Background: an optimization exercise with open tools, aiming at small area, a short achievable clock period and few clock cycles per item. Do not read the settings as production practice. In this exercise RTL edits were held to simulation tests only and were not proved equivalent to the original. Power and IR drop assume default switching activity.

Design bicubic_top, start of the top module:
module bicubic_top (
    input  wire        CLK,
    input  wire        RST,
    input  wire [6:0]  cfg_v0,
    input  wire [6:0]  cfg_h0,
    input  wire [4:0]  cfg_sw,
    input  wire [4:0]  cfg_sh,
    input  wire [5:0]  cfg_tw,
    input  wire [5:0]  cfg_th,
    output wire        src_rd_en,
    output wire [13:0] src_rd_addr,
    input  wire [7:0]  src_data,
    output wire        res_wr_en,
    output wire [9:0]  res_wr_addr,
    output wire [7:0]  res_wr_data,
    output logic       done
);
For scale: about 2,900 cells after synthesis, roughly 310 flip-flops, roughly 81 I/O pins, ~23,000 um^2 of cells after synthesis.
==> flow/config.mk <==
export PLATFORM = sky130hd
export DESIGN_NAME = bicubic_top
export DESIGN_NICKNAME = bicubic_top
export VERILOG_FILES = /design/flow/design.v
export SDC_FILE = /design/flow/constraint.sdc
export NUM_CORES = 4
export LEC_CHECK = 0
export ABC_AREA = 1
export CAP_MARGIN = 20
export CORE_MARGIN = 2
export CORE_UTILIZATION = 40
export CTS_BUF_LIST = sky130_fd_sc_hd__clkbuf_16
export CTS_CLUSTER_DIAMETER = 80
export CTS_CLUSTER_SIZE = 24
export SLEW_MARGIN = 20
==> flow/constraint.sdc <==
create_clock -name core_clock -period 13.0 [get_ports {CLK}]
set_input_delay 2.6000 -clock core_clock [delete_from_list [all_inputs] [get_ports {CLK}]]
set_output_delay 2.6000 -clock core_clock [all_outputs]
set_load 0.01 [all_outputs]
run.sh (not shown) runs the stock make flow with config.mk's settings and CLKGATE_MAP_FILE= SYNTH_SCRIPT=/design/flow/synth_recipe.tcl, a recipe that flattens the netlist after the stock synthesis.
Testbench counts at the start, summed over its fixed seeds: cycles 89,169, pixels 20,672.
Next try:
- ABC_AREA: 1 -> unset
- CTS_CLUSTER_DIAMETER: 80 -> 70
- CTS_CLUSTER_SIZE: 24 -> 28
Clock power goes down slightly.
Count of clock-buffer cells in the layout is unchanged.
Global-route usage goes down by 0.88 points.
Area after synthesis decreases slightly.
Combinational power increases to 2.6 times its value.
Worst hold slack stays flat.
Flip-flop and latch count is unchanged.
Power grows by a few percent.
Critical path depth shrinks by 16.
Next try:
- CORE_UTILIZATION: 40 -> 60
- CTS_CLUSTER_DIAMETER: 70 -> 80
- CTS_CLUSTER_SIZE: 28 -> 24
=>
- area after synthesis is unchanged
- routed wire length came out lower by 1.0%
- core utilization went up by 21 points
- combinational power barely changes
- global-route usage grows by 9.1 points
- cell area is lower by 2.1%
- setup slack gets better by 0.0080 ns
- sequential cell count stays the same
- first-iteration DRC count drops by about 9%
- total power shrinks by about 7%
Next try:
- CORE_UTILIZATION: 60 -> 40
Effect: Maximum frequency barely changes. Sequential share of layout area goes down by 0.46 points. Design area goes up by 1.6%. Power goes up by 2.8%. Non-clock buffer count does not change. Setup slack gets better by 0.010 ns. Worst hold slack gets worse by 0.0046 ns.

Another version of the RTL of bicubic_top (not shown whole).
Size: about 430 flip-flops, roughly 81 I/O pins, ~32000 sq um of cells after synthesis.
clock: 13.0 ns
lec_check: 0
cap_margin: 20
core_margin: 2
core_utilization: 40
cts_buf_list: sky130_fd_sc_hd__clkbuf_16
cts_cluster_diameter: 70
cts_cluster_size: 30
slew_margin: 20
Testbench counts at the start, summed over its fixed seeds: cycles 61,826, pixels 20,672.
Rerun with:
Settings changed: CTS_CLUSTER_DIAMETER 70 to 80, CTS_CLUSTER_SIZE 30 to 24.
After rerunning:
- The new run finished with timing, DRC and antenna clean
- setup slack loses 0.0063 ns
- die area stays the same
- cell area barely changes
- global-route usage stays flat
- non-clock buffer count does not change
- count of clock-buffer cells in the layout goes up by 1
- via count stays flat
- combinational power barely changes
- routed wire length stays flat
- sequential cell count is unchanged
Rerun with:
Settings changed: PLACE_DENSITY set to 0.7.
Outcome:
- The changed run completed with no timing, DRC or antenna violations
- non-clock buffer count is lower by 3
- sequential cell count is unchanged
- final area is lower slightly

## north
bicubic_top, a different RTL version from the one above (not shown whole).
Size: ~2300 cells after synthesis, ~310 flip-flops, roughly 0.023 mm^2 of cells after synthesis.
make LEC_CHECK=0 CAP_MARGIN=20 CORE_MARGIN=2 CORE_UTILIZATION=40 CTS_BUF_LIST=sky130_fd_sc_hd__clkbuf_16 CTS_CLUSTER_DIAMETER=80 CTS_CLUSTER_SIZE=24 SLEW_MARGIN=20 finish   # period 13.0 ns
Testbench counts of north, summed over its fixed seeds: cycles 89,169, pixels 20,672.
Input changes introduced in south (baseline for comparison: north):
-- flow/config.mk --
<<< north, line 10
export CORE_UTILIZATION = 40
export CTS_BUF_LIST = sky130_fd_sc_hd__clkbuf_16
export CTS_CLUSTER_DIAMETER = 80
export CTS_CLUSTER_SIZE = 24
export SLEW_MARGIN = 20
>>> south, line 10
export CORE_UTILIZATION = 40
export CTS_BUF_LIST = sky130_fd_sc_hd__clkbuf_8
export CTS_CLUSTER_DIAMETER = 50
export CTS_CLUSTER_SIZE = 12
export SLEW_MARGIN = 20
==> comparison <==
south: PASS, flow complete, no timing, DRC or antenna violations. Worst setup skew after layout up 0.020 ns in south wrt north. Data arrival time of the critical path: south higher than north. Compared with north, south shows routed wire length higher by 1.2%. There was hardly any difference in non-clock buffering overhead in the final layout between north and south. Sort south and north by time the final worst path needs with I/O delays and setup asc -> top: north. Lower share of total power in sequential cells among south and north: south. Summary — worst path setup slack after routing, south relative to north: lower, by 0.080 ns. Multi-input combinational area share: south vs north down 0.30 points. Between north and south, design area increased. Between south and north, the portion of total power attributed to combinational logic figures differ only marginally.

bicubic_top again, from the RTL that the note above started with.
clock: 13.0 ns
lec_check: 0
cap_margin: 20
core_margin: 2
core_utilization: 40
slew_margin: 20
Testbench counts at the start, summed over its fixed seeds: cycles 89,169, pixels 20,672.
Rerun with:
--- a/flow/config.mk
+++ b/flow/config.mk
@@ -10,2 +10,5 @@
 export CORE_UTILIZATION = 40
+export CTS_BUF_LIST = sky130_fd_sc_hd__clkbuf_16
+export CTS_CLUSTER_DIAMETER = 60
+export CTS_CLUSTER_SIZE = 30
 export SLEW_MARGIN = 20
The new run finished with timing, DRC and antenna clean.
Maximum frequency barely changes.
Cell count barely changes.
Sequential share of layout area goes up by 0.16 points.

port drivers added, routing unchanged:
The results above use ideal ports. As a check the final layouts listed here were re-extracted and re-timed, cells and wires unchanged. Step 1, drivers: a clkbuf_16 drives CLK and a buf_2 each remaining input, both assumed. Step 2 moves the port delays by t, midway between the first and last clock arrival at a register: inputs arrive t later, outputs are due t later. That takes back most of the time a late clock gives input paths. Three values: ideal ports, drivers, drivers and shift; two values: the first two.
run | t (ns) | setup slack, ns | worst setup path after step 2
the first run of note 1 | 0.643 | 8.415 / 8.415 / 8.415 | register to register
the second run of note 1 | 0.643 | 8.804 / 8.750 / 8.285 | input to register
the third run of note 1 | 0.613 | 8.812 / 8.812 / 8.254 | input to register
the fourth run of note 1 | 0.621 | 8.822 / 8.770 / 8.277 | input to register
the first run of note 2 | 0.637 | 8.834 / 8.770 / 8.387 | input to register
the second run of note 2 | 0.625 | 8.828 / 8.765 / 8.395 | input to register
the third run of note 2 | 0.672 | 8.729 / 8.666 / 8.428 | input to register
north | 0.617 | 8.390 / 8.336 / 8.367 | input to register
south | 0.697 | 8.310 / 8.258 / 8.381 | input to register
the first run of note 4 | 0.603 | 8.421 / 8.368 / 8.336 | input to register
the second run of note 4 | 0.597 | 8.422 / 8.365 / 8.353 | input to register
After both steps every run listed still meets setup and hold. The setup slack of the third run of note 1, which loses most, moves by 0.000 ns with the drivers and by -0.558 ns with both steps.
